Source: an optimization exercise on an open RTL-to-GDS flow (aim: small area, a short achievable clock period and few clock cycles per item). Production flows keep margins and buffers that such runs may drop. RTL that was checked went through simulation tests only; none was proved equivalent to the original. No activity file was given, so power comes from the tool's default toggle rates.

alpha:
==> module pool_engine, before the edit <==
module pool_engine (
	input  logic        clk,
	input  logic        rst,
	input  logic        i_start,
	input  logic [19:0] i_cfg,	 
	input  logic        i_in_valid,
	input  logic [15:0] i_in_data,
	output logic        o_in_credit,
	output logic        o_out_valid,
	output logic [15:0] o_out_data,
	input  logic        i_out_credit,
	output logic        o_busy,
	output logic        o_done
);
	logic        busy_q;	 
	logic        op_q;	 
	logic [2:0]  ws_q;	 
	logic [15:0] rem_q;	 
	logic [3:0]  mask;	 
	logic [2:0]  sh;	 
	logic [15:0] head_q;
	logic        hv_q;	 
	logic [15:0] mem [3];
	logic [2:0]  wr_sel;	 
	logic [2:0]  rd_sel;	 
	logic [2:0]  mocc;	 
	logic [15:0] mem_rd;
	logic        load_head, from_mem, to_mem;
	logic [3:0]  atom_q;	 
	logic        nfirst_q;	 
	logic        nlast_q;	 
	logic        nword0_q;	 
	logic [3:0]  chan_q;	 
	logic        ch15_q;	 
	logic [3:0]  since_q;	 
	logic        aligned_q;	 
	logic [3:0]  used_q;	 
	logic        pop, win_end;
	logic [3:0]  atom_nx;
	logic [15:0] rem_dec;
	logic        premask;	 
	logic [10:0] lo_sum;
	logic        gt;
	logic [9:0]  w_lo;
	logic [5:0]  w_hi;	 
	logic        w_c;	 
	logic        w_gt;	 
	logic        w_last, w_final;
	logic [19:0] ring [16];
	logic [19:0] nxt;	 
	assign mask    = 4'((5'd1 << ws_q) - 5'd1);
	assign nxt     = op_q ? {ring[15][19:10] + {4'd0, w_hi} + {9'd0, w_c}, ring[15][9:0]}
	                      : {4'd0, w_gt ? {w_hi, w_lo} : ring[15][15:0]};
	assign sh      = op_q ? ws_q : 3'd0;
	assign pop     = hv_q && (!nword0_q || aligned_q) && (nlast_q || !used_q[3]);
	assign win_end = !nlast_q && ch15_q;
	assign atom_nx = nlast_q ? atom_q + 4'd1 : 4'd0;
	assign load_head = !hv_q || pop;
	assign from_mem  = load_head && mocc[0];
	assign to_mem    = i_in_valid && !(load_head && !mocc[0]);
	assign mem_rd    = ({16{rd_sel[0]}} & mem[0]) | ({16{rd_sel[1]}} & mem[1]) |
	                   ({16{rd_sel[2]}} & mem[2]);
	assign lo_sum  = {1'b0, ring[14][9:0]} + {1'b0, head_q[9:0]};
	assign gt      = (head_q > ring[14][15:0]);
	assign premask = !((pop && ch15_q) ? nlast_q : nfirst_q) &&
	                 (!(pop ? !win_end : nword0_q) || pop || (since_q == 4'd15));
	always_comb begin
		for (int i = 0; i < 16; i++) begin
			rem_dec[i] = rem_q[i] ^ ~|(rem_q & ((16'd1 << i) - 16'd1));
		end
	end
	always_ff @(posedge clk) begin
		for (int k = 0; k < 3; k++) begin
			if (!mocc[2] && wr_sel[k]) begin
				mem[k] <= i_in_data;
			end
		end
		if (load_head) begin
			head_q <= from_mem ? mem_rd : i_in_data;
		end
	end
	always_ff @(posedge clk or posedge rst) begin
		if (rst) begin
			hv_q     <= 1'b0;
			wr_sel   <= 3'd1;
			rd_sel   <= 3'd1;
			mocc     <= 3'd0;
			atom_q   <= 4'd0;
			nfirst_q <= 1'b0;
			nword0_q <= 1'b0;
			chan_q   <= 4'd0;
			ch15_q   <= 1'b0;
			used_q   <= 4'd0;
			w_last   <= 1'b0;
			w_final  <= 1'b0;
			busy_q   <= 1'b0;
		end else begin
			if (load_head) begin
				hv_q <= mocc[0] || i_in_valid;
			end
			if (to_mem) begin
				wr_sel <= {wr_sel[1:0], wr_sel[2]};
			end
			if (from_mem) begin
				rd_sel <= {rd_sel[1:0], rd_sel[2]};
			end
			case ({to_mem, from_mem})
				2'b10:   mocc <= {mocc[1:0], 1'b1};
				2'b01:   mocc <= {1'b0, mocc[2:1]};
				default: ;
			endcase
			if (pop) begin
				chan_q   <= chan_q + 4'd1;
				ch15_q   <= (chan_q == 4'd14);
				nword0_q <= !win_end;
				if (ch15_q) begin
					atom_q   <= atom_nx;
					nfirst_q <= nlast_q;
				end
			end
			case ({pop && !nlast_q, i_out_credit})
				2'b10:   used_q <= {used_q[2:0], 1'b1};
				2'b01:   used_q <= {1'b0, used_q[3:1]};
				default: ;
			endcase
			w_last   <= pop && !nlast_q;
			w_final  <= pop && win_end && (rem_q == 16'd1);
			busy_q   <= busy_q ? !w_final : i_start;
		end
	end
	always_ff @(posedge clk) begin
		if (!busy_q) begin
			op_q    <= i_cfg[19];
			ws_q    <= i_cfg[18:16];
			rem_q   <= i_cfg[15:0];
			nlast_q <= (i_cfg[18:16] != 3'd0);
		end else begin
			if (pop && win_end) begin
				rem_q <= rem_dec;
			end
			if (pop && ch15_q) begin
				nlast_q <= (atom_nx != mask);
			end
		end
	end
	always_ff @(posedge clk) begin
		o_in_credit <= pop;
		o_out_valid <= w_last;
		o_done      <= w_final;
		o_busy      <= busy_q ? !w_final : i_start;
	end
	always_ff @(posedge clk) begin
		since_q   <= pop ? 4'd0 : since_q + 4'd1;
		aligned_q <= pop || (since_q == 4'd15);
		w_lo      <= head_q[9:0];
		w_hi      <= pop ? head_q[15:10] : 6'd0;
		w_c       <= pop && op_q && lo_sum[10];
		w_gt      <= pop && !op_q && gt;
		ring[15]  <= {ring[14][19:10], (pop && op_q) ? lo_sum[9:0] : ring[14][9:0]};
		ring[0]   <= nxt;
		for (int i = 1; i < 14; i++) begin
			ring[i] <= ring[i-1];
		end
		ring[14]  <= premask ? 20'd0 : ring[13];
		o_out_data <= 16'(nxt >> sh);
	end
endmodule
export LEC_CHECK = 0
export ABC_CLOCK_PERIOD_IN_PS = 2000
export CAP_MARGIN = 20
export CORE_MARGIN = 2
export CORE_UTILIZATION = 65
export CTS_BUF_LIST = sky130_fd_sc_hd__clkbuf_8
export CTS_CLUSTER_DIAMETER = 40
export CTS_CLUSTER_SIZE = 16
export SETUP_SLACK_MARGIN = 3.9
export SLEW_MARGIN = 20
create_clock -name core_clock -period 6.0 [get_ports {clk}]
standard.sh (not shown) runs the stock make flow with config.mk's settings and CLKGATE_MAP_FILE= SYNTH_SCRIPT=/design/flow/synth_recipe.tcl, a recipe that flattens the netlist after the stock synthesis.
==> flow/flow/run.sh <==
#!/bin/bash
# The standard layout (standard.sh), with port buffers and clock tree options set here.
set -euo pipefail
export BUFFER_PORTS_ARGS="-buffer_cell sky130_fd_sc_hd__buf_2"
export CTS_ARGS="-sink_clustering_enable -repair_clock_nets -sink_clustering_size 16 -sink_clustering_max_diameter 40 -buf_list sky130_fd_sc_hd__clkbuf_8 -root_buf sky130_fd_sc_hd__clkbuf_16 -dont_use_dummy_load"
bash standard.sh > standard.log 2>&1
Setup changes, alpha to beta
--- a/flow/design.v
+++ b/flow/design.v
@@ -64,8 +64,6 @@
 	logic        w_last, w_final;
 	logic [19:0] ring [16];
-	logic [19:0] nxt;	 
+	logic        s2_v, s2_final;
 	assign mask    = 4'((5'd1 << ws_q) - 5'd1);
-	assign nxt     = op_q ? {ring[15][19:10] + {4'd0, w_hi} + {9'd0, w_c}, ring[15][9:0]}
-	                      : {4'd0, w_gt ? {w_hi, w_lo} : ring[15][15:0]};
 	assign sh      = op_q ? ws_q : 3'd0;
 	assign pop     = hv_q && (!nword0_q || aligned_q) && (nlast_q || !used_q[3]);
@@ -110,4 +108,6 @@
 			w_last   <= 1'b0;
 			w_final  <= 1'b0;
+			s2_v     <= 1'b0;
+			s2_final <= 1'b0;
 			busy_q   <= 1'b0;
 		end else begin
@@ -142,5 +142,7 @@
 			w_last   <= pop && !nlast_q;
 			w_final  <= pop && win_end && (rem_q == 16'd1);
-			busy_q   <= busy_q ? !w_final : i_start;
+			s2_v     <= w_last;
+			s2_final <= w_final;
+			busy_q   <= busy_q ? !s2_final : i_start;
 		end
 	end
@@ -162,7 +164,7 @@
 	always_ff @(posedge clk) begin
 		o_in_credit <= pop;
-		o_out_valid <= w_last;
-		o_done      <= w_final;
-		o_busy      <= busy_q ? !w_final : i_start;
+		o_out_valid <= s2_v;
+		o_done      <= s2_final;
+		o_busy      <= busy_q ? !s2_final : i_start;
 	end
 	always_ff @(posedge clk) begin
@@ -174,10 +176,11 @@
 		w_gt      <= pop && !op_q && gt;
 		ring[15]  <= {ring[14][19:10], (pop && op_q) ? lo_sum[9:0] : ring[14][9:0]};
-		ring[0]   <= nxt;
+		ring[0]   <= op_q ? {ring[15][19:10] + {4'd0, w_hi} + {9'd0, w_c}, ring[15][9:0]}
+		                  : {4'd0, w_gt ? {w_hi, w_lo} : ring[15][15:0]};
 		for (int i = 1; i < 14; i++) begin
 			ring[i] <= ring[i-1];
 		end
 		ring[14]  <= premask ? 20'd0 : ring[13];
-		o_out_data <= 16'(nxt >> sh);
+		o_out_data <= 16'(ring[0] >> sh);
 	end
 endmodule
--- outcome ---
- beta: no failed stages, no open violations at the end
- Simple-gate share of the synthesized area for beta: 0.72 points down relative to alpha
- Looking at path type of the worst setup path, the register to register result is from alpha; the register to primary output one comes from beta.
- beta has number of buffers inserted during clock tree synthesis below what alpha had.
- Delta (beta minus alpha): first-iteration DRC count went down 179; met2 layer wire length in the routed design lower; cell count now smaller.
- From alpha to beta the numbers moved as follows: total power went up, clock share of power now sits lower, share of synthesized flip-flops with an asynchronous set or reset now sits higher.
- Of beta and alpha, it is beta that has the higher sequential cell fraction of total power.
Testbench counts of beta, summed over its fixed seeds: cycles 41,208, words 40,688.
No functional check of the RTL was part of alpha.

========
old:
The RTL this note starts from:
==> flow/design.v <==
`timescale 1ns/100ps
package pool_pkg;
	typedef logic [16-1:0] word_t;
	typedef logic [16*16-1:0] atom_t;
	typedef logic [16+4-1:0] sum_t;
	typedef enum logic {
		POOL_MAX = 1'b0,	 
		POOL_AVE = 1'b1	 
	} pool_op_e;
	typedef struct packed {
		pool_op_e    op;
		logic [2:0]  win_shift;	 
		logic [15:0] n_windows;	 
	} pool_cfg_t;
endpackage
`timescale 1ns/100ps
module pool_engine (
	input  logic        clk,
	input  logic        rst,
	input  logic        i_start,
	input  logic [19:0] i_cfg,	 
	input  logic        i_in_valid,
	input  logic [15:0] i_in_data,
	output logic        o_in_credit,
	output logic        o_out_valid,
	output logic [15:0] o_out_data,
	input  logic        i_out_credit,
	output logic        o_busy,
	output logic        o_done
);
	logic        busy_q;	 
	logic        op_q;	 
	logic [2:0]  ws_q;	 
	logic [15:0] rem_q;	 
	logic [3:0]  mask;	 
	logic [2:0]  sh;	 
	logic [15:0] head_q;
	logic        hv_q;	 
	logic [15:0] mem [3];
	logic [2:0]  wr_sel;	 
	logic [2:0]  rd_sel;	 
	logic [2:0]  mocc;	 
	logic [15:0] mem_rd;
	logic        load_head, from_mem, to_mem;
	logic [3:0]  atom_q;	 
	logic        nfirst_q;	 
	logic        nlast_q;	 
	logic        nword0_q;	 
	logic [3:0]  chan_q;	 
	logic        ch15_q;	 
	logic [3:0]  since_q;	 
	logic        aligned_q;	 
	logic [3:0]  used_q;	 
	logic        pop, win_end;
	logic [3:0]  atom_nx;
	logic [15:0] rem_dec;
	logic        premask;	 
	logic [10:0] lo_sum;
	logic        gt;
	logic [5:0]  w_hi;	 
	logic        w_c;	 
	logic        w_last, w_final;
	logic [19:0] ring [16];
	logic        s2_v, s2_final;
	assign mask    = 4'((5'd1 << ws_q) - 5'd1);
	assign sh      = op_q ? ws_q : 3'd0;
	assign pop     = hv_q && (!nword0_q || aligned_q) && (nlast_q || !used_q[3]);
	assign win_end = !nlast_q && ch15_q;
	assign atom_nx = nlast_q ? atom_q + 4'd1 : 4'd0;
	assign load_head = !hv_q || pop;
	assign from_mem  = load_head && mocc[0];
	assign to_mem    = i_in_valid && !(load_head && !mocc[0]);
	assign mem_rd    = ({16{rd_sel[0]}} & mem[0]) | ({16{rd_sel[1]}} & mem[1]) |
	                   ({16{rd_sel[2]}} & mem[2]);
	assign lo_sum  = {1'b0, ring[14][9:0]} + {1'b0, head_q[9:0]};
	assign gt      = (head_q > ring[14][15:0]);
	assign premask = !((pop && ch15_q) ? nlast_q : nfirst_q) &&
	                 (!(pop ? !win_end : nword0_q) || pop || (since_q == 4'd15));
	always_comb begin
		for (int i = 0; i < 16; i++) begin
			rem_dec[i] = rem_q[i] ^ ~|(rem_q & ((16'd1 << i) - 16'd1));
		end
	end
	always_ff @(posedge clk) begin
		for (int k = 0; k < 3; k++) begin
			if (!mocc[2] && wr_sel[k]) begin
				mem[k] <= i_in_data;
			end
		end
		if (load_head) begin
			head_q <= from_mem ? mem_rd : i_in_data;
		end
	end
	always_ff @(posedge clk or posedge rst) begin
		if (rst) begin
			hv_q     <= 1'b0;
			wr_sel   <= 3'd1;
			rd_sel   <= 3'd1;
			mocc     <= 3'd0;
			atom_q   <= 4'd0;
			nfirst_q <= 1'b0;
			nword0_q <= 1'b0;
			chan_q   <= 4'd0;
			ch15_q   <= 1'b0;
			used_q   <= 4'd0;
			w_last   <= 1'b0;
			w_final  <= 1'b0;
			s2_v     <= 1'b0;
			s2_final <= 1'b0;
			busy_q   <= 1'b0;
		end else begin
			if (load_head) begin
				hv_q <= mocc[0] || i_in_valid;
			end
			if (to_mem) begin
				wr_sel <= {wr_sel[1:0], wr_sel[2]};
			end
			if (from_mem) begin
				rd_sel <= {rd_sel[1:0], rd_sel[2]};
			end
			case ({to_mem, from_mem})
				2'b10:   mocc <= {mocc[1:0], 1'b1};
				2'b01:   mocc <= {1'b0, mocc[2:1]};
				default: ;
			endcase
			if (pop) begin
				chan_q   <= chan_q + 4'd1;
				ch15_q   <= (chan_q == 4'd14);
				nword0_q <= !win_end;
				if (ch15_q) begin
					atom_q   <= atom_nx;
					nfirst_q <= nlast_q;
				end
			end
			case ({pop && !nlast_q, i_out_credit})
				2'b10:   used_q <= {used_q[2:0], 1'b1};
				2'b01:   used_q <= {1'b0, used_q[3:1]};
				default: ;
			endcase
			w_last   <= pop && !nlast_q;
			w_final  <= pop && win_end && (rem_q == 16'd1);
			s2_v     <= w_last;
			s2_final <= w_final;
			busy_q   <= busy_q ? !s2_final : i_start;
		end
	end
	always_ff @(posedge clk) begin
		if (!busy_q) begin
			op_q    <= i_cfg[19];
			ws_q    <= i_cfg[18:16];
			rem_q   <= i_cfg[15:0];
			nlast_q <= (i_cfg[18:16] != 3'd0);
		end else begin
			if (pop && win_end) begin
				rem_q <= rem_dec;
			end
			if (pop && ch15_q) begin
				nlast_q <= (atom_nx != mask);
			end
		end
	end
	always_ff @(posedge clk) begin
		o_in_credit <= pop;
		o_out_valid <= s2_v;
		o_done      <= s2_final;
		o_busy      <= busy_q ? !s2_final : i_start;
	end
	always_ff @(posedge clk) begin
		since_q   <= pop ? 4'd0 : since_q + 4'd1;
		aligned_q <= pop || (since_q == 4'd15);
		w_hi      <= (pop && op_q) ? head_q[15:10] : 6'd0;
		w_c       <= pop && op_q && lo_sum[10];
		ring[15]  <= !pop ? ring[14] :
		             op_q ? {ring[14][19:10], lo_sum[9:0]} : {4'd0, gt ? head_q : ring[14][15:0]};
		ring[0]   <= {ring[15][19:10] + {4'd0, w_hi} + {9'd0, w_c}, ring[15][9:0]};
		for (int i = 1; i < 14; i++) begin
			ring[i] <= ring[i-1];
		end
		ring[14]  <= premask ? 20'd0 : ring[13];
		o_out_data <= 16'(ring[0] >> sh);
	end
endmodule
clock: 6.0 ns
lec_check: 0
abc_clock_period_in_ps: 2000
cap_margin: 20
core_margin: 2
core_utilization: 65
cts_buf_list: sky130_fd_sc_hd__clkbuf_8
cts_cluster_diameter: 40
cts_cluster_size: 16
setup_slack_margin: 3.7
slew_margin: 20
Scripts as last shown in full above: flow/flow/run.sh
#### Input delta (new over old)
diff --git a/flow/design.v b/flow/design.v
--- a/flow/design.v
+++ b/flow/design.v
@@ -52,11 +52,11 @@
 	logic        aligned_q;	 
 	logic [3:0]  used_q;	 
 	logic        pop, win_end;
 	logic [3:0]  atom_nx;
 	logic [15:0] rem_dec;
-	logic        premask;	 
+	logic [19:0] acc;	 
 	logic [10:0] lo_sum;
 	logic        gt;
 	logic [5:0]  w_hi;	 
 	logic        w_c;	 
 	logic        w_last, w_final;
@@ -70,14 +70,13 @@
 	assign load_head = !hv_q || pop;
 	assign from_mem  = load_head && mocc[0];
 	assign to_mem    = i_in_valid && !(load_head && !mocc[0]);
 	assign mem_rd    = ({16{rd_sel[0]}} & mem[0]) | ({16{rd_sel[1]}} & mem[1]) |
 	                   ({16{rd_sel[2]}} & mem[2]);
-	assign lo_sum  = {1'b0, ring[14][9:0]} + {1'b0, head_q[9:0]};
-	assign gt      = (head_q > ring[14][15:0]);
-	assign premask = !((pop && ch15_q) ? nlast_q : nfirst_q) &&
-	                 (!(pop ? !win_end : nword0_q) || pop || (since_q == 4'd15));
+	assign acc     = nfirst_q ? ring[14] : 20'd0;
+	assign lo_sum  = {1'b0, acc[9:0]} + {1'b0, head_q[9:0]};
+	assign gt      = (head_q > acc[15:0]);
 	always_comb begin
 		for (int i = 0; i < 16; i++) begin
 			rem_dec[i] = rem_q[i] ^ ~|(rem_q & ((16'd1 << i) - 16'd1));
 		end
 	end
@@ -169,14 +168,13 @@
 		since_q   <= pop ? 4'd0 : since_q + 4'd1;
 		aligned_q <= pop || (since_q == 4'd15);
 		w_hi      <= (pop && op_q) ? head_q[15:10] : 6'd0;
 		w_c       <= pop && op_q && lo_sum[10];
 		ring[15]  <= !pop ? ring[14] :
-		             op_q ? {ring[14][19:10], lo_sum[9:0]} : {4'd0, gt ? head_q : ring[14][15:0]};
+		             op_q ? {acc[19:10], lo_sum[9:0]} : {4'd0, gt ? head_q : acc[15:0]};
 		ring[0]   <= {ring[15][19:10] + {4'd0, w_hi} + {9'd0, w_c}, ring[15][9:0]};
-		for (int i = 1; i < 14; i++) begin
+		for (int i = 1; i < 15; i++) begin
 			ring[i] <= ring[i-1];
 		end
-		ring[14]  <= premask ? 20'd0 : ring[13];
 		o_out_data <= 16'(ring[0] >> sh);
 	end
 endmodule
==> comparison <==
new has completed all stages; timing, DRC and antenna checks passed. Setup slack in new is smaller than in old. Taking old as the reference, in new iteration-0 DRC count of the detailed router moved up, clock power level, post-detailed-route via-to-cell ratio moved up, minimum clock period moved up. On post-layout utilization of the core, the higher figure sits with old, not new. Number of buffers other than clock buffers in the final layout for new is lower than for old. Total power: new below old. Going from old to new, final-stage net count moved up; number of top-level pins level. Per the comparison of new with old, clock group share of total power climbed 1.2 points; number of gates given a new drive strength after cts climbed about 140%. Between new and old, area after detailed placement is higher for new, old comes in under that. old -> new: synthesized cell count increased slightly.
No functional check of the RTL was part of any run of this note.

[what the ideal ports hide]
How much do the figures lean on ideal ports? The routed layouts below were timed once more, with nothing changed but the port constraints. Step 1, drivers: a clkbuf_16 drives clk and a buf_2 each remaining input, both assumed. Step 2 also shifts input and output timing later by t, the mid clock arrival at the registers, as if the neighbouring blocks saw the same clock. a / b / c = no drivers / after step 1 / after step 2; a / b = the first two.
| run | t (ns) | slack for setup (ns) | worst setup path at the end |
|---|---|---|---|
| alpha | 0.523 | 3.472 / 3.472 / 3.472 | register to register |
| beta | 0.522 | 3.855 / 3.809 / 3.871 | input to register |
| old | 0.523 | 3.649 / 3.649 / 3.649 | register to register |
| new | 0.531 | 3.480 / 3.480 / 3.480 | register to register |
After both steps setup and hold are still met in every run listed.
